Source: an optimization exercise on an open RTL-to-GDS flow (aim: small area and a short achievable clock period). Production flows keep margins and buffers that such runs may drop.
Where RTL was checked, it was by simulation tests only, not by an equivalence proof against the original.
Function not checked in run 1: the RTL went through the layout flow alone.
Power is estimated from default activity; no workload was simulated.

File: flow/config.mk
export PLATFORM = sky130hd
export DESIGN_NAME = ga_engine
export DESIGN_NICKNAME = ga_engine
export VERILOG_FILES = /design/flow/design.v
export SDC_FILE = /design/flow/constraint.sdc
export NUM_CORES = 4
export LEC_CHECK = 0
export ABC_AREA = 1
export CAP_MARGIN = 20
export CORE_MARGIN = 2
export CORE_UTILIZATION = 45
export SLEW_MARGIN = 20
File: flow/standard.sh
#!/bin/bash
# synth_recipe.tcl (not shown) runs the flow's synth.tcl, then flattens the netlist and writes it again
# the make line also repeats each setting of config.mk as NAME=value (left out here)
make -C /OpenROAD-flow-scripts/flow DESIGN_CONFIG=/design/flow/config.mk WORK_HOME=/design/flow/orfs CLKGATE_MAP_FILE= SYNTH_SCRIPT=/design/flow/synth_recipe.tcl "${@:-finish}"
File: flow/design.v
package ga_pkg;
    typedef enum logic [3:0] {
        IDLE, INIT_GEN, EVAL_REQ, EVAL_WAIT, GEN_END,
        SEL_A, SEL_B, XOVER, MUTATE, DONE
    } ga_state_t;
    localparam logic [31:0] LFSR_TAPS = 32'h8020_0003;
    function automatic logic [63:0] fit_min(input int unsigned w);
        fit_min = 64'd1 << (w - 1);
    endfunction
endpackage
import ga_pkg::*;
module ga_lfsr32
(
    input  logic        clk,
    input  logic        reset_n,
    input  logic        load,
    input  logic        en,
    input  logic [31:0] seed,
    output logic [31:0] q
);
    always_ff @(posedge clk) begin
        if (load)
            q <= (seed == '0) ? 32'h1 : seed;
        else
            q <= {1'b0, q[31:1]} ^ (q[0] ? LFSR_TAPS : '0);
    end
endmodule
import ga_pkg::*;
module ga_engine
#(
    parameter int unsigned CHROM_W    = 32,
    parameter int unsigned FIT_W      = 27,
    parameter int unsigned POP_SIZE   = 16,
    parameter int unsigned MAX_GEN    = 100,
    parameter int unsigned MUT_THRESH = 8,
    localparam int unsigned GEN_W     = (MAX_GEN > 0) ? $clog2(MAX_GEN + 1) : 1
) (
    input  logic               clk,
    input  logic               reset_n,
    input  logic [31:0]        seed,
    input  logic               start,
    output logic               busy,
    output logic               done,
    output logic [GEN_W-1:0]   generation,
    output logic [CHROM_W-1:0] best,
    output logic [FIT_W-1:0]   best_fit,
    output logic               fit_req_valid,
    input  logic               fit_req_ready,
    output logic [CHROM_W-1:0] fit_req_chrom,
    input  logic               fit_rsp_valid,
    input  logic [FIT_W-1:0]   fit_rsp_fit
);
    localparam int unsigned IDX_W = $clog2(POP_SIZE);
    localparam int unsigned NN    = POP_SIZE - 1;      
    localparam logic [FIT_W-1:0] FIT_MIN = {1'b1, {(FIT_W-1){1'b0}}};
    function automatic logic [31:0] lfsr_step(input logic [31:0] x);
        lfsr_step = {1'b0, x[31:1]} ^ (x[0] ? LFSR_TAPS : '0);
    endfunction
    function automatic logic [1:0] cmp_s(input logic [FIT_W-1:0] a, input logic [FIT_W-1:0] b);
        logic [31:0] g, e;
        g = '0;
        e = '1;
        for (int i = 0; i < FIT_W; i++) begin
            g[i] = (i == FIT_W - 1) ? (!a[i] && b[i]) : (a[i] && !b[i]);
            e[i] = !(a[i] ^ b[i]);
        end
        for (int w = 16; w >= 1; w = w / 2) begin
            for (int k = 0; k < w; k++) begin
                g[k] = g[2*k+1] || (e[2*k+1] && g[2*k]);
                e[k] = e[2*k+1] && e[2*k];
            end
        end
        cmp_s = {g[0], e[0]};
    endfunction
    logic s_idle, s_init, s_req, s_wait, s_gend, s_sela, s_selb, s_xov, s_mut, s_done;
    logic [31:0]        rng;
    logic               init_gen;
    logic [IDX_W-1:0]   idx;
    logic [CHROM_W-1:0] cand, pa;
    logic [IDX_W-1:0]   ridx;
    logic [4:0]         xp_r;
    logic               start_ok;
    logic [GEN_W-1:0]   gen_next;
    logic               last_gen;
    assign start_ok      = start && (s_idle || s_done);
    assign gen_next      = init_gen ? generation : generation + 1'b1;
    assign last_gen      = (gen_next == GEN_W'(MAX_GEN));
    assign fit_req_chrom = cand;
    ga_lfsr32 u_lfsr (
        .clk     (clk),
        .reset_n (reset_n),
        .load    (start_ok),
        .en      (busy),
        .seed    (seed),
        .q       (rng)
    );
    logic [1:0]         bgt;
    assign bgt = cmp_s(fit_rsp_fit, best_fit);
    always_ff @(posedge clk or negedge reset_n) begin
        if (!reset_n) begin
            best     <= '0;
            best_fit <= '0;
        end else begin
            if (start_ok) begin
                best     <= '0;
                best_fit <= FIT_MIN;
            end else if (s_wait && fit_rsp_valid && bgt[1]) begin
                best     <= cand;
                best_fit <= fit_rsp_fit;
            end
        end
    end
    logic [CHROM_W-1:0] n_chrom [POP_SIZE];
    logic [FIT_W-1:0]   n_fit   [POP_SIZE];
    logic [CHROM_W-1:0] c_chrom [POP_SIZE];
    logic [FIT_W-1:0]   c_fit   [POP_SIZE];
    logic               rsp_take;
    logic [IDX_W-1:0]   trk_k, elite_k;       
    logic               trk_f, elite_f;       
    logic [CHROM_W-1:0] rd_chrom;
    logic [FIT_W-1:0]   f_rd1, f_rd2;
    assign rsp_take = s_wait && fit_rsp_valid;
    always_ff @(posedge clk) begin
        if (start_ok) begin
            trk_f <= 1'b1;
        end else if (s_gend) begin
            trk_k <= '0;
        end else if (rsp_take && bgt[1]) begin
            trk_k <= idx;
            trk_f <= 1'b0;
        end
        if (s_gend) begin
            elite_k <= trk_k;
            elite_f <= trk_f;
        end
    end
    always_ff @(posedge clk) begin
        for (int j = 1; j < NN; j++) begin
            if (rsp_take && idx == IDX_W'(j)) begin
                n_chrom[j] <= cand;
                n_fit[j]   <= fit_rsp_fit;
            end
        end
        if (s_gend) begin
            for (int j = 1; j < NN; j++) begin
                c_chrom[j] <= n_chrom[j];
                c_fit[j]   <= n_fit[j];
            end
        end
        if (rsp_take && idx == IDX_W'(0)) begin
            c_chrom[0] <= cand;
            c_fit[0]   <= fit_rsp_fit;
        end else if (last_wait && !init_gen) begin
            c_chrom[0] <= elite_f ? '0 : rd_chrom;
            c_fit[0]   <= f_rd1;
        end
        if (rsp_take && idx == IDX_W'(NN)) begin
            c_chrom[NN] <= cand;
            c_fit[NN]   <= fit_rsp_fit;
        end
    end
    logic [IDX_W-1:0]   r1, r2, winner;
    logic [1:0]         tc;
    logic [31:0]        rng_n1;
    logic               last_wait, last_ev;
    assign rng_n1    = lfsr_step(rng);
    assign last_wait = s_wait && (idx == IDX_W'(NN));
    assign last_ev   = (s_req || s_wait) && (idx == IDX_W'(NN));
    always_ff @(posedge clk) begin
        r1 <= last_ev ? elite_k : rng_n1[IDX_W-1:0];
        r2 <= rng_n1[16 +: IDX_W];
    end
    assign f_rd1  = c_fit[r1];
    assign f_rd2  = c_fit[r2];
    assign tc     = cmp_s(f_rd2, f_rd1);
    assign winner = tc[1] ? r2 : r1;
    assign rd_chrom = c_chrom[ridx];
    always_ff @(posedge clk) begin
        ridx <= (s_sela || s_selb) ? winner : elite_k;
        pa   <= rd_chrom;
    end
    logic [31:0] rng_n2;
    logic [7:0]  xs_r;
    logic [5:0]  xt;
    assign rng_n2 = lfsr_step(lfsr_step(rng));
    assign xt     = 6'(xs_r[7:5]) + 6'(xs_r[4:0]);
    always_ff @(posedge clk) begin
        xs_r <= 8'(rng_n2[12:8]) + 8'(rng_n2[17:13]) + 8'(rng_n2[22:18]) +
                8'(rng_n2[27:23]) + 8'(rng_n2[31:28]);
        xp_r <= (xt >= 6'd31) ? 5'(xt - 6'd30) : 5'(xt + 6'd1);
    end
    logic [CHROM_W-1:0] xmask, child, mutated;
    logic [4:0]         mpos;
    assign mpos = rng[12:8];
    always_comb begin
        xmask   = {CHROM_W{1'b1}} << xp_r;
        child   = (pa & xmask) | (rd_chrom & ~xmask);
        mutated = cand;
        if (rng[7:0] < 8'(MUT_THRESH))
            mutated = cand ^ ({{(CHROM_W-1){1'b0}}, 1'b1} << mpos);
    end
    always_ff @(posedge clk or negedge reset_n) begin
        if (!reset_n) begin
            s_idle <= 1'b1; s_init <= 1'b0; s_req  <= 1'b0; s_wait <= 1'b0; s_gend <= 1'b0;
            s_sela <= 1'b0; s_selb <= 1'b0; s_xov  <= 1'b0; s_mut  <= 1'b0; s_done <= 1'b0;
            busy          <= 1'b0;
            done          <= 1'b0;
            generation    <= '0;
            fit_req_valid <= 1'b0;
            init_gen      <= 1'b0;
            idx           <= '0;
            cand          <= '0;
        end else begin
            s_init <= 1'b0; s_gend <= 1'b0; s_sela <= 1'b0; s_selb <= 1'b0;
            s_xov  <= 1'b0; s_mut  <= 1'b0;
            if ((s_idle || s_done) && start) begin
                s_idle     <= 1'b0;
                s_done     <= 1'b0;
                s_init     <= 1'b1;
                busy       <= 1'b1;
                done       <= 1'b0;
                generation <= '0;
                idx        <= '0;
                init_gen   <= 1'b1;
            end
            if (s_init) begin
                cand          <= rng[CHROM_W-1:0];
                fit_req_valid <= 1'b1;
                s_req         <= 1'b1;
            end
            if (s_req && fit_req_ready) begin
                fit_req_valid <= 1'b0;
                s_req         <= 1'b0;
                s_wait        <= 1'b1;
            end
            if (s_wait && fit_rsp_valid) begin
                s_wait <= 1'b0;
                if (idx == IDX_W'(POP_SIZE - 1)) begin
                    s_gend <= 1'b1;
                end else begin
                    idx    <= idx + 1'b1;
                    s_init <= init_gen;
                    s_sela <= !init_gen;
                end
            end
            if (s_gend) begin
                init_gen   <= 1'b0;
                generation <= gen_next;
                if (last_gen) begin
                    s_done <= 1'b1;
                    busy   <= 1'b0;
                    done   <= 1'b1;
                end else begin
                    idx    <= IDX_W'(1);
                    s_sela <= 1'b1;
                end
            end
            if (s_sela) s_selb <= 1'b1;
            if (s_selb) s_xov  <= 1'b1;
            if (s_xov) begin
                cand  <= child;
                s_mut <= 1'b1;
            end
            if (s_mut) begin
                cand          <= mutated;
                fit_req_valid <= 1'b1;
                s_req         <= 1'b1;
            end
        end
    end
endmodule
File: flow/constraint.sdc
create_clock -name core_clock -period 14.0 [get_ports {clk}]
set_input_delay 2.8000 -clock core_clock [delete_from_list [all_inputs] [get_ports {clk}]]
set_output_delay 2.8000 -clock core_clock [all_outputs]
set_load 0.01 [all_outputs]
File: flow/flow/run.sh
#!/bin/bash
# Standard ORFS layout (the standard.sh, unchanged synthesis), with the timing repair
# asked to leave a larger setup margin so the design is optimised below the 14 ns constraint,
# and clock tree synthesis with larger sink clusters and no dummy loads.
set -euo pipefail
MARGIN=$(cat flow/margin.txt)
bash standard.sh SETUP_SLACK_MARGIN=$MARGIN \
  "CTS_ARGS=-sink_clustering_enable -repair_clock_nets -dont_use_dummy_load -sink_clustering_size 24 -sink_clustering_max_diameter 100" \
  finish > flow_make.log 2>&1
File: flow/flow/margin.txt
9.6
==> run notes, run 1 <==
Critical path, cell by cell: buf_6 -> buf_12 -> ha_4 -> inv_2 -> nor3_2 -> o211ai_1 -> a21oi_2 -> o211ai_1 -> nand2_1 -> nand3_2 -> nand3_4 -> nand2_8 -> nand2_8 -> nand3_1 -> o21ai_0
Core box area: 163000 sq um
WHS: 0.3307 ns
Via density per instance: 5.895
Final wirelength: 227600 microns
Leak: 28.94 nW
Startpoint class of the critical path: input pin
Routed Antenna Nets: 0
Yosys top cell area share: 72.29%
Critical path required time: 14.55 ns
Most frequent cells after synthesis: 1779 x edfxtp_1, 981 x nand2_1, 403 x inv_1
Vias in the first global route: 43080
Initial DRC Count: 7018
Post-layout util: 51.37%
DR DRC count: 0
GP Congestion: 0.9489
Starting utilization of the core area: 45.35%
Asr flop ratio synth: 5.796%
Max H-tree Level: 3
Largest area contributor in the netlist: edfxtp_1
Top cell family by delay on the critical path: simple AND/OR/NAND/NOR gates
CTS tree: yes
Final WS setup: 9.493 ns
CP peak stage delay: 0.41 ns
Setup TNS Final: 0 ns
Avg Inst Size Synth: 14.46 sq um
Skew-Pair Late Insertion Delay: 0.73 ns
Syn Inst Count: 5112
PD cells: 177.8 nW/um^2
Nets: 5624
CTS Sinks: 1984
Fin crit period: 4.507 ns
Final hold viol count: 0
RSZ-0062 raised after global routing: true
Setup CP Type: in -> reg
Slew Viols, Final: 0
Pre-CTS setup slack: 7.550 ns
DP Cell Count: 7421
Fmax: 221.9 MHz
HP Class: reg -> reg
Yosys reg bits: 1984
Port Buf Inserts: 164
Root buf cell: clkbuf_16
Slew Limit Headroom: 18.39%
Peak supply drop: 172.6 uV
Die H: 409.2 microns
Most common flop cell mapped by yosys: edfxtp_1
# IOs: 165
Routed wire per std cell: 29.74 microns
Die area: 167500 sq um
CP bufs+invs: 3
Initial antenna violation count: 15
Global route total overflow: 0
Inserted Clock Buffers: 94
Yosys cell types: 56
P&R area growth vs syn: 13.28%
# setup viols final: 0
Die span in x: 409.2 microns
Outcome: no timing/DRC/antenna violations
Hold_buf cts: 0
Layout cells sized above 1: 11.62%
Synth Cell Area: 73900 sq um
CP max FO: 26
Router iterations before antenna repair: 6
First-pass GRT wire length: 314500 microns
Seq/Total Area, Yosys: 78.63%
Post-DP HPWL: 133400 microns
Tightest Pin Transition: 1.215 ns
Clk_skew: 0.1089 ns
Max-cap violations: 0
Final period util: 32.20%
Synth area leaders: edfxtp_1 72%, nand2_1 5.0%, dfrtp_1 3.9%, dfxtp_1 2.4%, inv_1 2.0%
CP Capture Type: register
Largest net degree at the start of global routing: 187
CTS Buffer Depth: 3
Final std cells w/o fill: 7655
Global Route Usage Sum: 26.44%
Worst path slowest cell: o211ai_1
Mapped Nets: 5259
Vias: 45120
Synthesis warning total: 6
Num rows: 148
Arr. time, crit path: 5.06 ns
Clk slew on worst S/H paths: 0.10 ns
Number of synthesized flops with an enable pin: 1779
Count leader, synth: edfxtp_1
-- per-layer routing --
| metal | wire length, microns | track usage, % | part of all wire [%] | up-vias |
|---|---|---|---|---|
| li1 | - | - | - | 19400 |
| met1 | 84980 | 35.07 | 37 | 22580 |
| met2 | 106200 | 42.75 | 47 | 2636 |
| met3 | 25200 | 5.357 | 11 | 511 |
| met4 | 11210 | 10.85 | 4.9 | 4 |
| met5 | 21 | 0 | 0.0092 | - |
-- kinds of logic after synthesis --
logic type               Yosys count  share of synthesized area, %
flip-flops                      1984                         78.63
AND/OR/NAND/NOR                 1555                         8.811
AO/OA/AOI/OAI                    858                         7.575
buffers and inverters            607                         3.165
adder cells (fa/ha/maj)           83                         1.527
XOR/XNOR                          25                        0.2963
-- worst reg2reg max path: cells and delay by family, from the launching register on --
family          cells  cell delay (ns)
buf+inv             2             1.18
flops               1             0.48
fa+ha+maj           1             0.39
simple gates       11             1.37
compound gates      2             0.87
-- where the power goes --
group,internal [mW],switching (mW)
registers,7.05,0.361
clock network,1.20,1.75
logic,1.50,3.03
total,9.75,5.14
-- area by class of cell --
cell class	count	area, sq um
antenna	5	12.51
fill	13620	79240
inverter	442	1712
clock buffer	94	2352
sequential	1984	58190
multi-input combinational	2525	14230
timing repair buffer	430	4493
tap	2175	2721
-- placed cells by master, fill, tap and decap left out, types with 12 or more instances in the layout --
cell type        instances
a211oi_1                12
a21oi_1                 96
a221oi_1               128
a22o_1                  35
a41oi_1                 19
buf_12                  48
buf_2                   19
buf_4                  170
buf_6                   25
clkbuf_16              105
clkdlybuf4s50_1         39
dfrtp_1                 73
dfrtp_2                 27
dfrtp_4                 14
dfxtp_1                 89
dlygate4sd2_1           68
dlymetal6s2s_1          12
edfxtp_1              1779
fa_1                    12
ha_1                    63
inv_1                  390
inv_2                   30
nand2_1                972
nand2_2                 12
nand3_1                143
nand3_2                 20
nand4_1                 98
nor2_1                 165
nor2_2                  24
nor2_4                  36
nor3_1                  49
nor4_1                  18
o2111ai_1               23
o211ai_1                43
o21ai_0                206
o21ai_1                 95
o21ai_2                 14
o22ai_1                111
xor2_1                  19
-- stage by stage --
stage	instance area [sq um]	power [mW]
after global routing	83700	15.40
after CTS	82400	14.59
after floorplan	73990	9.514
after detailed placement	78950	11.49
after global placement	78930	11.45
final	83710	14.88
-- what timing repair did --
| item | 4_1_cts | 5_1_grt |
|---|---|---|
| setup endpoints to repair | 845 | 260 |
| buffers inserted | 58 | 57 |
| pin swaps | 13 | 12 |
| resized for setup | 397 | 180 |
| gates cloned | 5 | 14 |
-- path summary, 6_finish.rpt --
kind,start,endpoint,slack (ns),cells after the start
max,fit_rsp_fit[1],best_fit[11],9.49,15
min in group asynchronous,reset_n,best[7],2.06,1
max reg2reg,r2[1],ridx[0],9.61,16
max in group asynchronous,reset_n,best_fit[5],10.42,2
min,n_fit[14][11],c_fit[14][11],0.33,0
min reg2reg,n_fit[14][11],c_fit[14][11],0.33,0
-- sequential cells by signal, summed over array words and instances (netlist names), 27 cells and up --
register and flops:
c_chrom 512, n_chrom 448, c_fit 432, n_fit 378
best 32, cand 32, pa 32, u_lfsr.q 32
best_fit 27
==> inputs of run 2 (changes only) <==
--- a/flow/design.v
+++ b/flow/design.v
@@ -123,13 +123,11 @@
     always_ff @(posedge clk) begin
         if (start_ok) begin
             trk_f <= 1'b1;
-        end else if (s_gend) begin
-            trk_k <= '0;
         end else if (rsp_take && bgt[1]) begin
             trk_k <= idx;
             trk_f <= 1'b0;
-        end
-        if (s_gend) begin
+        end else if (s_gend) begin
+            trk_k   <= '0;
             elite_k <= trk_k;
             elite_f <= trk_f;
         end
==> run notes, run 2 <==
Startpoint class of the critical path: input pin
Switching Share: 34.74%
CTS Buffer Depth: 3
Die area: 167600 sq um
Mapped Nets: 5282
Switch Pwr: 5.189 mW
Port Buf Inserts: 164
RSZ-0062 raised after global routing: true
Yosys top cell area share: 72.23%
Router iterations before antenna repair: 6
Syn Inst Count: 5135
Skew-Pair Late Insertion Delay: 0.78 ns
Largest area contributor in the netlist: edfxtp_1
Num rows: 148
Slew Limit Headroom: 16.58%
Final period util: 31.80%
Commonest cells after routing, fill and taps aside: 1779 x edfxtp_1, 955 x nand2_1, 450 x inv_1, 224 x o21ai_0, 176 x nand3_1
Vias in the first global route: 43370
Peak supply drop: 155.1 uV
Layout cells sized above 1: 10.88%
Pre-CTS setup slack: 6.582 ns
Tightest Pin Transition: 1.242 ns
Vias: 45400
Via density per instance: 5.917
Fmax: 224.6 MHz
First-pass GRT wire length: 324200 microns
Most flop-heavy register: c_chrom
Leak: 29.04 nW
CP max FO: 5
Outcome: no timing/DRC/antenna violations
Routed wire per std cell: 30.50 microns
Clk slew on worst S/H paths: 0.09 ns
CP Capture Type: register
Post-DP HPWL: 137000 microns
FF/Latch Area: 58170 sq um
Initial antenna violation count: 14
Final wirelength: 234000 microns
Seq/Total Area, Yosys: 78.55%
Global route total overflow: 0
# IOs: 165
Nets: 5646
Synth area leaders: edfxtp_1 72%, nand2_1 4.9%, dfrtp_1 3.9%, dfxtp_1 2.4%, inv_1 2.3%
Starting utilization of the core area: 45.39%
Final WS setup: 9.548 ns
CTS Sinks: 1984
Asr flop ratio synth: 5.796%
WHS: 0.3680 ns
Fillers: 13580
Area of the multi-input gates: 14110 sq um
Die H: 409.4 microns
Most common flop cell mapped by yosys: edfxtp_1
Routed Antenna Nets: 0
HP Class: reg -> reg
Setup TNS Final: 0 ns
Most common cell after layout, fill and taps aside: edfxtp_1
Sequential group share of total power: 49.4%
Max FFs per register: 512
Max-cap violations: 0
Final hold viol count: 0
# setup viols final: 0
Fin crit period: 4.452 ns
Internal power: 9.749 mW
Number of diodes: 0
Core box area: 163000 sq um
Yosys reg bits: 1984
Number of synthesized flops with an enable pin: 1779
Clock Power Share: 19.7%
Synth Cell Area: 73960 sq um
GP Congestion: 0.9521
CTS tree: yes
Arr. time, crit path: 4.85 ns
Global Route Usage Sum: 27.46%
Critical path required time: 14.40 ns
Inserted Clock Buffers: 93
Setup CP Type: in -> reg
Most frequent cells after synthesis: 1779 x edfxtp_1, 966 x nand2_1, 461 x inv_1
Clk_skew: 0.09369 ns
Largest net degree at the start of global routing: 175
Synthesis warning total: 6
Avg Inst Size Synth: 14.40 sq um
Root buf cell: clkbuf_16
Initial DRC Count: 7232
Die span in x: 409.4 microns
Top flop regs: c_chrom x512, n_chrom x448, c_fit x432
Yosys cell types: 58
DR DRC count: 0
Comb power frac: 30.9%
P&R area growth vs syn: 13.25%
Pwr Total: 14.94 mW
PD cells: 178.3 nW/um^2
Slew Viols, Final: 0
Max H-tree Level: 3
Count leader, synth: edfxtp_1
## run 2: cell types whose count changed after synthesis, sizes merged, moves of 7 or more
cell | previous run | this run
nand2 | 988 | 968
nor4 | 18 | 25
nor2 | 225 | 209
nand3 | 165 | 181
buf | 52 | 41
inv | 434 | 472
clkbuf | 113 | 129
o22ai | 112 | 147
a221oi | 128 | 117
o211ai | 43 | 30
a21oi | 104 | 118
o31ai | 3 | 31
o21ai | 317 | 266
## run 2: cell type report
| class | count | area share, % |
|---|---|---|
| Inverter | 476 | 2.190 |
| Sequential cell | 1984 | 69.45 |
| Timing Repair Buffer | 434 | 5.490 |
| Clock buffer | 93 | 2.778 |
| Tap cell | 2175 | 3.249 |
| Multi-Input combinational cell | 2510 | 16.84 |
## run 2: per-stage QoR
| step | instance area [sq um] | instances | utilization [%] |
|---|---|---|---|
| 6_report | 83760 | 7672 | 51.40 |
| 5_1_grt | 83760 | 7672 | 51.40 |
| 4_1_cts | 83350 | 7656 | 51.15 |
| 3_5_place_dp | 79110 | 7460 | 48.55 |
| 3_3_place_gp | 79060 | 7457 | 48.52 |
| 2_1_floorplan | 74020 | 5135 | - |
## run 2: final timing paths
kind                                      from            to  slack [ns]  depth (start not counted)
worst max-delay path            fit_rsp_fit[2]    elite_k[2]        9.55                         11
worst min-delay path               n_fit[3][4]   c_fit[3][4]        0.37                          0
worst max register to register           r2[0]       ridx[1]        9.63                         19
worst min register to register     n_fit[3][4]   c_fit[3][4]        0.37                          0
max in group asynchronous              reset_n  best_fit[14]       10.48                          2
min in group asynchronous              reset_n      best[29]        2.05                          1
## run 2: cells by family (layout without fill, tap and decap cells)
kind of cell	after synthesis	count (layout)	synth area share [%]
XOR/XNOR	29	29	0.3434
buffers and inverters	646	1003	3.344
AND/OR/NAND/NOR	1540	1545	8.727
adder cells (fa/ha/maj)	83	83	1.526
flip-flops	1984	1984	78.56
AO/OA/AOI/OAI	853	853	7.504
## run 2: per-layer routing
layer | track usage [%] | vias up | part of all wire, %
met5 | 0 | - | 0.024
met4 | 12.27 | 10 | 5.3
met3 | 6.413 | 533 | 11
met2 | 43.59 | 2589 | 46
met1 | 36.12 | 22820 | 38
li1 | - | 19450 | -
## run 2: critical path: stages
cell and delay (ns):
dlygate4sd2_1 0.26, buf_12 0.14, ha_1 0.17, a21oi_1 0.29, a21oi_2 0.12, o211ai_1 0.29, a21oi_4 0.11, o21ai_4 0.20
buf_12 0.18, nand2_8 0.10, nor2_4 0.18
## run 2: power groups by stage
stage,Combinational [mW],Sequential (mW),Clock (mW)
after floorplan,2.00,7.46,0
after global placement,3.93,7.56,0
after detailed placement,3.96,7.56,0
after CTS,4.42,7.37,2.98
after global routing,4.90,7.41,3.16
final,4.61,7.38,2.94
## run 2: repair_timing
item | 4_1_cts | 5_1_grt
hold buffers | 0 | 0
hold endpoints to repair | 0 | 0
cloned | 14 | 2
gates resized for setup | 486 | 104
setup buffers | 89 | 14
pin swaps | 30 | 17
endpoints found under the setup margin | 926 | 220
==> inputs of run 3 (changes only) <==
--- a/flow/design.v
+++ b/flow/design.v
@@ -123,11 +123,13 @@
     always_ff @(posedge clk) begin
         if (start_ok) begin
             trk_f <= 1'b1;
+        end else if (s_gend) begin
+            trk_k <= '0;
         end else if (rsp_take && bgt[1]) begin
             trk_k <= idx;
             trk_f <= 1'b0;
-        end else if (s_gend) begin
-            trk_k   <= '0;
+        end
+        if (s_gend) begin
             elite_k <= trk_k;
             elite_f <= trk_f;
         end
@@ -187,15 +189,28 @@
                 8'(rng_n2[27:23]) + 8'(rng_n2[31:28]);
         xp_r <= (xt >= 6'd31) ? 5'(xt - 6'd30) : 5'(xt + 6'd1);
     end
-    logic [CHROM_W-1:0] xmask, child, mutated;
+    logic [CHROM_W-1:0] xmask, child;
     logic [4:0]         mpos;
     assign mpos = rng[12:8];
     always_comb begin
         xmask   = {CHROM_W{1'b1}} << xp_r;
         child   = (pa & xmask) | (rd_chrom & ~xmask);
-        mutated = cand;
-        if (rng[7:0] < 8'(MUT_THRESH))
-            mutated = cand ^ ({{(CHROM_W-1){1'b0}}, 1'b1} << mpos);
+    end
+    logic mut_on;
+    assign mut_on = s_mut && (rng[7:0] < 8'(MUT_THRESH));
+    always_ff @(posedge clk or negedge reset_n) begin
+        if (!reset_n) begin
+            cand <= '0;
+        end else begin
+            for (int i = 0; i < CHROM_W; i++) begin
+                if (s_init)
+                    cand[i] <= rng[i];
+                else if (s_xov)
+                    cand[i] <= child[i];
+                else if (mut_on && mpos == 5'(i))
+                    cand[i] <= !cand[i];
+            end
+        end
     end
     always_ff @(posedge clk or negedge reset_n) begin
         if (!reset_n) begin
@@ -207,7 +222,6 @@
             fit_req_valid <= 1'b0;
             init_gen      <= 1'b0;
             idx           <= '0;
-            cand          <= '0;
         end else begin
             s_init <= 1'b0; s_gend <= 1'b0; s_sela <= 1'b0; s_selb <= 1'b0;
             s_xov  <= 1'b0; s_mut  <= 1'b0;
@@ -222,7 +236,6 @@
                 init_gen   <= 1'b1;
             end
             if (s_init) begin
-                cand          <= rng[CHROM_W-1:0];
                 fit_req_valid <= 1'b1;
                 s_req         <= 1'b1;
             end
@@ -256,11 +269,9 @@
             if (s_sela) s_selb <= 1'b1;
             if (s_selb) s_xov  <= 1'b1;
             if (s_xov) begin
-                cand  <= child;
                 s_mut <= 1'b1;
             end
             if (s_mut) begin
-                cand          <= mutated;
                 fit_req_valid <= 1'b1;
                 s_req         <= 1'b1;
             end
==> run notes, run 3 <==
DR DRC count: 0
HP Class: reg -> reg
Inserted Clock Buffers: 93
Fmax: 223.7 MHz
CP Capture Type: register
First-pass GRT wire length: 315000 microns
Vias in the first global route: 42930
Switch Pwr: 5.004 mW
Switching Share: 33.99%
Hold Path Sink: c_chrom[13][4]
Most common cell after layout, fill and taps aside: edfxtp_1
Router iterations before antenna repair: 6
Met2 usage: 41.29%
Slew Viols, Final: 0
Synth area leaders: edfxtp_1 72%, nand2_1 5.2%, dfrtp_1 3.9%, dfxtp_1 2.4%, inv_1 1.8%
# IOs: 165
Avg Inst Size Synth: 14.68 sq um
GP Congestion: 0.9389
Global route total overflow: 0
Max FFs per register: 512
Setup TNS Final: 0 ns
Via density per instance: 5.982
Root buf cell: clkbuf_16
Asr flop ratio synth: 5.796%
CTS Sinks: 1984
Clk slew on worst S/H paths: 0.10 ns
Most common flop cell mapped by yosys: edfxtp_1
Placement Cell Area: 78700 sq um
CP max FO: 7
Final wirelength: 225200 microns
Sequential group share of total power: 50.4%
Pwr Total: 14.72 mW
Number of synthesized flops with an enable pin: 1779
Arr. time, crit path: 5.07 ns
Vias: 45030
RSZ-0062 raised after global routing: true
Synthesis warning total: 6
Hold path start: n_chrom[13][4]
Most frequent cells after synthesis: 1779 x edfxtp_1, 1021 x nand2_1, 353 x inv_1
Routed wire per std cell: 29.91 microns
Met1 usage: 37.16%
FF-to-FF End: ridx[3]
Leak: 28.23 nW
CTS tree: yes
FF-to-FF path depth: 19
Launch point of the worst reg-to-reg path: r2[1]
Count leader, synth: edfxtp_1
Hold path depth: 0
Tightest Pin Transition: 1.161 ns
WHS: 0.3736 ns
Seq/Total Area, Yosys: 78.83%
Skew-Pair Late Insertion Delay: 0.77 ns
Comb power frac: 29.8%
Routed Antenna Nets: 0
Global Route Usage Sum: 26.48%
Layout cells sized above 1: 11.18%
Slew Limit Headroom: 22.58%
Outcome: no timing/DRC/antenna violations
Yosys cell types: 64
Clk_skew: 0.1119 ns
# setup viols final: 0
GR Layer Usage met3: 4.645%
Largest net degree at the start of global routing: 182
Setup CP Type: in -> reg
Yosys top cell area share: 72.48%
Largest area contributor in the netlist: edfxtp_1
Internal power: 9.717 mW
Synth Cell Area: 73700 sq um
Commonest cells after routing, fill and taps aside: 1779 x edfxtp_1, 1009 x nand2_1, 347 x inv_1, 212 x o21ai_0, 166 x nor2_1
Initial antenna violation count: 10
Pre-CTS setup slack: 7.417 ns
Max H-tree Level: 3
CTS Buffer Depth: 3
Critical path required time: 14.60 ns
Most flop-heavy register: c_chrom
Setup slack, reg-to-reg: 9.69 ns
Die H: 408.7 microns
Final WS setup: 9.529 ns
Syn Inst Count: 5021
Busiest grt layer: met2
Final hold viol count: 0
Die area: 167000 sq um
Post-DP HPWL: 132500 microns
Core box area: 162800 sq um
Nets: 5499
Port Buf Inserts: 164
Yosys reg bits: 1984
PD cells: 177.6 nW/um^2
Max-cap violations: 0
Top flop regs: c_chrom x512, n_chrom x448, c_fit x432
Starting utilization of the core area: 45.28%
Die span in x: 408.7 microns
Clock Power Share: 19.8%
Final Instance Area: 82890 sq um
Initial DRC Count: 6628
Num rows: 148
Final period util: 31.94%
Startpoint class of the critical path: input pin
Mapped Nets: 5168
Peak supply drop: 160.6 uV
Fin crit period: 4.471 ns
P&R area growth vs syn: 12.47%
[run 3: worst max-delay path, stage by stage]
cell and delay, ns:
buf_12 0.11, ha_4 0.20, and3_4 0.14, o211ai_1 0.18, a21oi_1 0.10, o211ai_1 0.48, a21oi_4 0.15, o21ai_4 0.21
buf_6 0.13, buf_6 0.09, buf_12 0.15, nand2_8 0.14, nand3_1 0.10, o21ai_0 0.08
[run 3: power by group through the flow]
stage / clock [mW] / sequential (mW) / combinational, mW
CTS: 2.96 / 7.41 / 4.21
global route: 3.15 / 7.44 / 4.70
global placement: 0 / 7.60 / 3.80
floorplan: 0 / 7.49 / 2.05
detailed placement: 0 / 7.61 / 3.85
finish: 2.92 / 7.42 / 4.38
[run 3: layout make-up]
cell class	count	area [sq um]
multi-input combinational	2502	14310
timing repair buffer	391	3889
clock buffer	93	2327
tap	2175	2721
inverter	380	1458
antenna	3	7.507
fill	13530	79880
sequential	1984	58180
[run 3: through the flow]
| stage | cells | util (%) |
|---|---|---|
| after floorplan | 5021 | - |
| after global placement | 7332 | 48.33 |
| after detailed placement | 7333 | 48.35 |
| after CTS | 7506 | 50.62 |
| after global routing | 7525 | 50.92 |
| final | 7528 | 50.93 |
[run 3: layer usage]
layer | vias to the layer above | routed length (microns)
met5 | - | 0
met4 | 0 | 10770
met3 | 518 | 23330
met2 | 2668 | 102300
met1 | 22720 | 88830
li1 | 19120 | -
[run 3: timing repair]
action | in CTS | in global routing
setup buffers | 62 | 16
pin swaps | 38 | 24
gates resized for setup | 482 | 84
setup endpoints to repair | 684 | 287
hold buffers | 0 | 0
cloned | 18 | 2
[run 3: logic make-up (layout without fill, tap and decap cells)]
family	after synthesis	after routing	synth area share (%)
AO/OA/AOI/OAI	800	800	7.332
XOR/XNOR	17	17	0.2020
adder cells (fa/ha/maj)	83	83	1.531
buffers and inverters	549	864	2.945
flip-flops	1984	1984	78.83
other	0	3	0
AND/OR/NAND/NOR	1588	1602	9.157
[run 3: how the worst max path moves through the flow]
stage               startpoint           end  slack, ns  cells past startpoint
3_3_place_gp    fit_rsp_fit[1]  best_fit[20]       7.46                     11
4_1_cts          fit_rsp_valid   n_fit[8][0]       9.48                      5
2_1_floorplan           s_gend      trk_k[0]       3.44                      3
3_5_place_dp   fit_rsp_fit[10]  best_fit[18]       7.42                     10
6_report        fit_rsp_fit[1]   best_fit[1]       9.53                     14
5_1_grt         fit_rsp_fit[1]  best_fit[21]       9.57                     14
==> inputs of run 4 (changes only) <==
--- a/flow/design.v
+++ b/flow/design.v
@@ -119,7 +119,10 @@
     logic               trk_f, elite_f;       
     logic [CHROM_W-1:0] rd_chrom;
     logic [FIT_W-1:0]   f_rd1, f_rd2;
+    logic               c14_load, elite_14;
     assign rsp_take = s_wait && fit_rsp_valid;
+    assign c14_load = (s_xov || s_init) && (idx == IDX_W'(NN));
+    assign elite_14 = !init_gen && (elite_k == IDX_W'(NN - 1));
     always_ff @(posedge clk) begin
         if (start_ok) begin
             trk_f <= 1'b1;
@@ -137,21 +140,28 @@
     always_ff @(posedge clk) begin
         for (int j = 1; j < NN; j++) begin
             if (rsp_take && idx == IDX_W'(j)) begin
-                n_chrom[j] <= cand;
+                if (j != NN - 1)
+                    n_chrom[j] <= cand;
                 n_fit[j]   <= fit_rsp_fit;
             end
         end
         if (s_gend) begin
             for (int j = 1; j < NN; j++) begin
-                c_chrom[j] <= n_chrom[j];
+                if (j != NN - 1)
+                    c_chrom[j] <= n_chrom[j];
                 c_fit[j]   <= n_fit[j];
             end
         end
+        if (c14_load)
+            c_chrom[NN-1] <= cand;
         if (rsp_take && idx == IDX_W'(0)) begin
             c_chrom[0] <= cand;
             c_fit[0]   <= fit_rsp_fit;
+        end else if (c14_load && elite_14) begin
+            c_chrom[0] <= c_chrom[NN-1];
         end else if (last_wait && !init_gen) begin
-            c_chrom[0] <= elite_f ? '0 : rd_chrom;
+            if (!elite_14)
+                c_chrom[0] <= elite_f ? '0 : rd_chrom;
             c_fit[0]   <= f_rd1;
         end
         if (rsp_take && idx == IDX_W'(NN)) begin
==> run notes, run 4 <==
Outcome: no timing/DRC/antenna violations
Max FFs per register: 512
Largest area contributor in the netlist: edfxtp_1
Global Route Usage Sum: 27.99%
Initial DRC Count: 6663
Num rows: 147
CTS tree: yes
Nets: 5452
Mux cell area share after synthesis: 0.01550%
Startpoint class of the critical path: register
Most flop-heavy register: c_chrom
FF-to-FF End: ridx[3]
PD cells: 180.7 nW/um^2
Seq/Total Area, Yosys: 78.63%
Most common cell after layout, fill and taps aside: edfxtp_1
Vias in the first global route: 43050
Skew-Pair Late Insertion Delay: 0.77 ns
Fin crit period: 4.440 ns
Routed wire per std cell: 31.24 microns
Fmax: 225.2 MHz
Most frequent cells after synthesis: 1747 x edfxtp_1, 966 x nand2_1, 393 x inv_1
Yosys cell types: 54
# IOs: 165
Hold Path Sink: c_chrom[5][28]
Max H-tree Level: 3
Max-cap violations: 0
Top flop regs: c_chrom x512, c_fit x432, n_chrom x416
CTS Buffer Depth: 3
Critical path required time: 14.63 ns
CP peak stage delay: 0.67 ns
Vias: 45150
Hold path depth: 0
Leak: 27.95 nW
Via density per instance: 6.048
Synth Area in XOR/XNOR: 0.2169%
Root buf cell: clkbuf_16
Synth area leaders: edfxtp_1 72%, nand2_1 5.0%, dfrtp_1 3.9%, dfxtp_1 2.5%, inv_1 2.0%
CTS Sinks: 1952
GP Congestion: 0.9639
Simple logic cell fraction of the synthesized area: 8.755%
# setup viols final: 0
DR DRC count: 0
Tightest Pin Transition: 1.085 ns
Die span in x: 405.9 microns
HP Class: reg -> reg
CP max FO: 12
Layout cells sized above 1: 11.13%
P&R area growth vs syn: 12.72%
Largest family of logic cells by synthesized area: simple AND/OR/NAND/NOR gates
Fillers: 13600
Most common flop cell mapped by yosys: edfxtp_1
Final period util: 31.72%
RSZ-0062 raised after global routing: true
Die area: 164700 sq um
Synth Cell Area: 72670 sq um
Die H: 405.9 microns
Setup TNS Final: 0 ns
Asr flop ratio synth: 5.891%
Post-layout util: 51.08%
Arr. time, crit path: 5.07 ns
Worst path slowest cell: nor2_4
Hold_buf cts: 0
Syn Inst Count: 4981
Global route total overflow: 0
Adder-cell share of the synthesized area: 1.553%
CP Capture Type: register
First-pass GRT wire length: 322700 microns
Post-synthesis compound-gate area fraction: 7.717%
Yosys top cell area share: 72.19%
Clk slew on worst S/H paths: 0.10 ns
Critical path's most frequent cell: nand2_1
CP Launch Point: r1[2]
Avg Inst Size Synth: 14.59 sq um
Routed Antenna Nets: 0
Setup slack, reg-to-reg: 9.56 ns
Count leader, synth: edfxtp_1
Initial antenna violation count: 13
Hold path start: n_chrom[5][28]
Critical path, cell by cell: nor2_2 -> inv_2 -> nor2_4 -> buf_4 -> inv_2 -> o2111ai_1 -> a2111oi_2 -> ha_1 -> nand2_1 -> nor2_1 -> a211oi_1 -> o221a_2 -> nand2_1 -> nand2_2 -> nand3_1 -> nand3_1 -> nand2_1
Final hold viol count: 0
Largest net degree at the start of global routing: 168
Slew Viols, Final: 0
Peak supply drop: 123.5 uV
Mapped Nets: 5128
Core box area: 160400 sq um
Starting utilization of the core area: 45.31%
Router iterations before antenna repair: 6
Commonest cells after routing, fill and taps aside: 1747 x edfxtp_1, 954 x nand2_1, 383 x inv_1, 185 x o21ai_0, 169 x buf_4
Clk_skew: 0.09019 ns
FF-to-FF path depth: 17
Number of synthesized flops with an enable pin: 1747
Setup CP Type: reg -> reg
Post-DP HPWL: 135400 microns
Launch point of the worst reg-to-reg path: r1[2]
Synthesis warning total: 6
Yosys reg bits: 1952
Inserted Clock Buffers: 92
Final wirelength: 233200 microns
Slew Limit Headroom: 27.64%
Port Buf Inserts: 164
==> run 4: worst max path at each step <==
| stage | to | slack (ns) |
|---|---|---|
| floorplan | trk_k[0] | 3.79 |
| global placement | best_fit[11] | 6.64 |
| detailed placement | best_fit[8] | 6.55 |
| CTS | idx[2] | 9.49 |
| global route | best[27] | 9.55 |
| finish | ridx[3] | 9.56 |
==> run 4: worst max-delay path, delay by kind of cell (launching register included) <==
kind / cells / cell delay [ns]
flops: 1 / 0.39
compound gates: 4 / 1.04
simple gates: 9 / 1.77
fa+ha+maj: 1 / 0.36
buf+inv: 3 / 0.75
==> run 4: cell type report <==
type,count,area [sq um],area share [%]
flip-flops and latches,1952,57210,69.84
multi-input cells,2449,14330,17.49
repair buffers,399,3787,4.623
well taps,2160,2703,3.299
clock buffers,92,2302,2.810
inverters,411,1584,1.934
diodes,2,5.005,0.006110
==> run 4: power breakdown <==
| part | total, mW | internal, mW | switching [mW] |
|---|---|---|---|
| Sequential | 7.39 | 6.99 | 0.399 |
| Clock | 2.90 | 1.18 | 1.72 |
| Combinational | 4.52 | 1.46 | 3.06 |
| Total | 14.8 | 9.63 | 5.18 |
==> run 4: repair_timing <==
action | in CTS | in global routing
buffers inserted | 75 | 20
endpoints found under the setup margin | 747 | 117
cloned | 7 | 4
pin swaps | 35 | 25
resized for setup | 409 | 131
==> run 4: per-stage QoR <==
stage / cells / hold slack (ns) / instance area [sq um] / total power [mW] / setup slack [ns]
CTS: 7438 / 0.3703 / 81390 / 14.61 / 9.486
finish: 7465 / 0.3728 / 81920 / 14.80 / 9.560
floorplan: 4981 / 0.3543 / 72800 / 9.552 / 3.792
global route: 7463 / 0.3977 / 81910 / 15.34 / 9.548
detailed placement: 7264 / 0.3673 / 77710 / 11.54 / 6.550
global placement: 7264 / 0.3705 / 77700 / 11.50 / 6.643
==> run 4: cells by family after synthesis <==
group / count (synthesis)
compound gates: 824
buf+inv: 586
mux: 1
simple gates: 1517
xor+xnor: 18
flops: 1952
fa+ha+maj: 83
==> run 4: routing by layer <==
metal  vias to the layer above  share of wire (%)  track usage [%]
met1                     22840                 38            37.75
met5                         -              0.042                0
li1                      19010                  -                -
met3                       563                 11            6.284
met4                        10                4.8            11.25
met2                      2728                 46            44.20
==> inputs of run 5 (changes only) <==
--- a/flow/flow/run.sh
+++ b/flow/flow/run.sh
@@ -5,5 +5,5 @@
 set -euo pipefail
 MARGIN=$(cat flow/margin.txt)
 bash standard.sh SETUP_SLACK_MARGIN=$MARGIN \
-  "CTS_ARGS=-sink_clustering_enable -repair_clock_nets -dont_use_dummy_load -sink_clustering_size 24 -sink_clustering_max_diameter 100" \
+  "CTS_ARGS=-sink_clustering_enable -repair_clock_nets -dont_use_dummy_load -sink_clustering_size 20 -sink_clustering_max_diameter 100" \
   finish > flow_make.log 2>&1
==> flow/flow/margin.txt (replaced) <==
9.7
==> run notes, run 5 <==
Outcome: no timing/DRC/antenna violations
Top flop regs: c_chrom x512, c_fit x432, n_chrom x416
Die span in x: 405.9 microns
Global route total overflow: 0
Asr flop ratio synth: 5.891%
Synth Cell Area: 72670 sq um
Top cell family by delay on the critical path: compound AO/OA/AOI/OAI gates
Final WS setup: 9.622 ns
Slew Viols, Final: 0
Max-cap violations: 0
CP bufs+invs: 4
Pre-CTS setup slack: 7.000 ns
Number of synthesized flops with an enable pin: 1747
Slew Limit Headroom: 27.78%
Initial antenna violation count: 8
Router iterations before antenna repair: 9
WHS: 0.3615 ns
Die area: 164700 sq um
Routed Antenna Nets: 0
Max H-tree Level: 3
Final wirelength: 234400 microns
CTS Buffer Depth: 3
Most common flop cell mapped by yosys: edfxtp_1
# IOs: 165
Most frequent cells after synthesis: 1747 x edfxtp_1, 966 x nand2_1, 393 x inv_1
HP Class: reg -> reg
Leak: 28.41 nW
Pwr Total: 15.37 mW
RSZ-0062 raised after global routing: true
Core box area: 160400 sq um
Root buf cell: clkbuf_16
# setup viols final: 0
Met2 usage: 44.08%
Switching Share: 35.26%
Final hold viol count: 0
Setup CP Type: in -> reg
Post-layout util: 51.76%
Sequential group share of total power: 48.0%
Largest net degree at the start of global routing: 180
Critical path's most frequent cell: buf_12
CTS Sinks: 1952
Clk slew on worst S/H paths: 0.08 ns
Final std cells w/o fill: 7514
Inserted Clock Buffers: 108
Die H: 405.9 microns
Setup TNS Final: 0 ns
Most common cell after layout, fill and taps aside: edfxtp_1
Max FFs per register: 512
Yosys cell types: 54
Switch Pwr: 5.419 mW
Skew-Pair Late Insertion Delay: 0.80 ns
Clk_skew: 0.09436 ns
Starting utilization of the core area: 45.31%
CP Capture Type: register
Fin crit period: 4.378 ns
CTS tree: yes
Post-DP HPWL: 135000 microns
DR DRC count: 0
Yosys reg bits: 1952
Final Instance Area: 83020 sq um
Via density per instance: 6.013
Layout cells sized above 1: 13.27%
Internal power: 9.950 mW
Critical path, cell by cell: buf_6 -> buf_12 -> ha_4 -> and3_4 -> o211ai_1 -> a21oi_2 -> o211ai_1 -> a21oi_4 -> o21ai_4 -> buf_12 -> buf_12 -> nand2_8 -> nand3_2 -> o21ai_1
Syn Inst Count: 4981
GP Congestion: 0.9548
First-pass GRT wire length: 323000 microns
Yosys top cell area share: 72.19%
DP Cell Count: 7267
Synth area leaders: edfxtp_1 72%, nand2_1 5.0%, dfrtp_1 3.9%, dfxtp_1 2.5%, inv_1 2.0%
Mapped Nets: 5128
Startpoint class of the critical path: input pin
Count leader, synth: edfxtp_1
Global Route Usage Sum: 28.18%
Comb power frac: 31.5%
Met1 usage: 37.34%
GR Layer Usage met3: 7.152%
Tightest Pin Transition: 1.083 ns
Avg Inst Size Synth: 14.59 sq um
Critical path required time: 14.60 ns
PD cells: 185.1 nW/um^2
P&R area growth vs syn: 14.24%
CP peak stage delay: 0.27 ns
Commonest cells after routing, fill and taps aside: 1747 x edfxtp_1, 953 x nand2_1, 382 x inv_1, 175 x o21ai_0, 170 x buf_4
Largest area contributor in the netlist: edfxtp_1
Initial DRC Count: 7049
Synthesis warning total: 6
Clock Power Share: 20.5%
Fmax: 228.4 MHz
Arr. time, crit path: 4.98 ns
Port Buf Inserts: 164
Final period util: 31.27%
Num rows: 147
Worst path slowest cell: o211ai_1
Routed wire per std cell: 31.19 microns
Placement Cell Area: 77830 sq um
Seq/Total Area, Yosys: 78.63%
Peak supply drop: 159.3 uV
Nets: 5501
Most flop-heavy register: c_chrom
Vias in the first global route: 43110
Busiest grt layer: met2
CP max FO: 8
Vias: 45180
run 5: worst reg2reg max path: stages (launching register included):
cell and delay (ns):
dfxtp_1 0.46, nor2_1 0.19, nand2_2 0.11, buf_6 0.43, inv_1 0.43, a211oi_1 0.34, nand3_1 0.11, a221oi_1 0.25
a31oi_1 0.23, ha_1 0.37, nand2_1 0.10, o21ai_0 0.21, nand3_1 0.10, nand2_1 0.07, nand2_1 0.05, a21oi_1 0.32
a211oi_4 0.11, nand2_2 0.12, nand2_1 0.06, nand3_1 0.09, nand2_1 0.06
run 5: worst paths after layout:
kind / from / end / slack (ns) / cells after the start
worst max-delay path: fit_rsp_fit[1] / best_fit[24] / 9.62 / 14
worst min-delay path: n_fit[7][1] / c_fit[7][1] / 0.36 / 0
worst max register to register: r2[1] / ridx[2] / 9.70 / 20
worst min register to register: n_fit[7][1] / c_fit[7][1] / 0.36 / 0
max in group asynchronous: reset_n / best_fit[23] / 10.49 / 2
min in group asynchronous: reset_n / best[24] / 2.05 / 1
run 5: what timing repair did:
item,4_1_cts,5_1_grt
setup endpoints to repair,921,322
endpoints found under the hold margin,0,0
gates cloned,15,3
resized for setup,640,121
hold buffers,0,0
pin swaps,50,23
setup buffers,99,19
run 5: power groups by stage:
| stage | combinational (mW) | sequential (mW) | clock (mW) |
|---|---|---|---|
| 2_1_floorplan | 2.12 | 7.44 | 0 |
| 3_3_place_gp | 4.00 | 7.58 | 0 |
| 3_5_place_dp | 4.04 | 7.59 | 0 |
| 4_1_cts | 4.53 | 7.39 | 3.18 |
| 5_1_grt | 5.11 | 7.40 | 3.36 |
| 6_report | 4.84 | 7.38 | 3.14 |
run 5: layer usage:
| metal | wire, microns | up-vias |
|---|---|---|
| li1 | - | 19130 |
| met1 | 89160 | 22740 |
| met2 | 106800 | 2708 |
| met3 | 26270 | 604 |
| met4 | 12140 | 2 |
| met5 | 16 | - |
run 5: area by class of cell:
cell class	count	area, sq um
fillers	13390	77360
flip-flops and latches	1952	57200
diodes	2	5.005
well taps	2160	2703
clock buffers	108	2703
repair buffers	427	4248
inverters	411	1583
multi-input cells	2454	14570
run 5: cells by family after synthesis:
| logic type | synth area share (%) |
|---|---|
| AOI/OAI and AO/OA | 7.717 |
| muxes | 0.01549 |
| xor gates and xnor gates | 0.2169 |
| DFF | 78.63 |
| and+or+nand+nor | 8.755 |
| adders and majority gates | 1.553 |
| buffers and inverters | 3.116 |

-- afterwards: timing with drivers on the ports --
The flow's constraints put no driver on any port. The routed layouts listed below were extracted and timed again, unchanged, in two steps.
Step 1, drivers: a clkbuf_16 drives clk and a buf_2 each remaining input, both assumed.
Step 2 adds t to the input delays and takes it off the output delays; t is the mean of the earliest and latest rising clock arrival at the registers after step 1. Input paths then give back, and output paths get back, about the clock's delay inside the block.
Three values: ideal, step 1, step 2; two values: the first two.
run	shift t [ns]	setup WS [ns]	hold slack, ns
run 1	0.777	9.493 / 9.507 / 8.730	0.331 / 0.331 / 0.331
run 2	0.797	9.548 / 9.555 / 8.786	0.368 / 0.368 / 0.368
run 3	0.799	9.529 / 9.550 / 8.751	0.374 / 0.374 / 0.374
run 4	0.809	9.560 / 9.519 / 8.710	0.373 / 0.373 / 0.373
run 5	0.825	9.622 / 9.550 / 8.725	0.362 / 0.362 / 0.362
After both steps setup and hold are still met in every run listed. For run 5, which loses most, drivers alone change the setup slack by -0.072 ns; drivers and shift together by -0.897 ns.
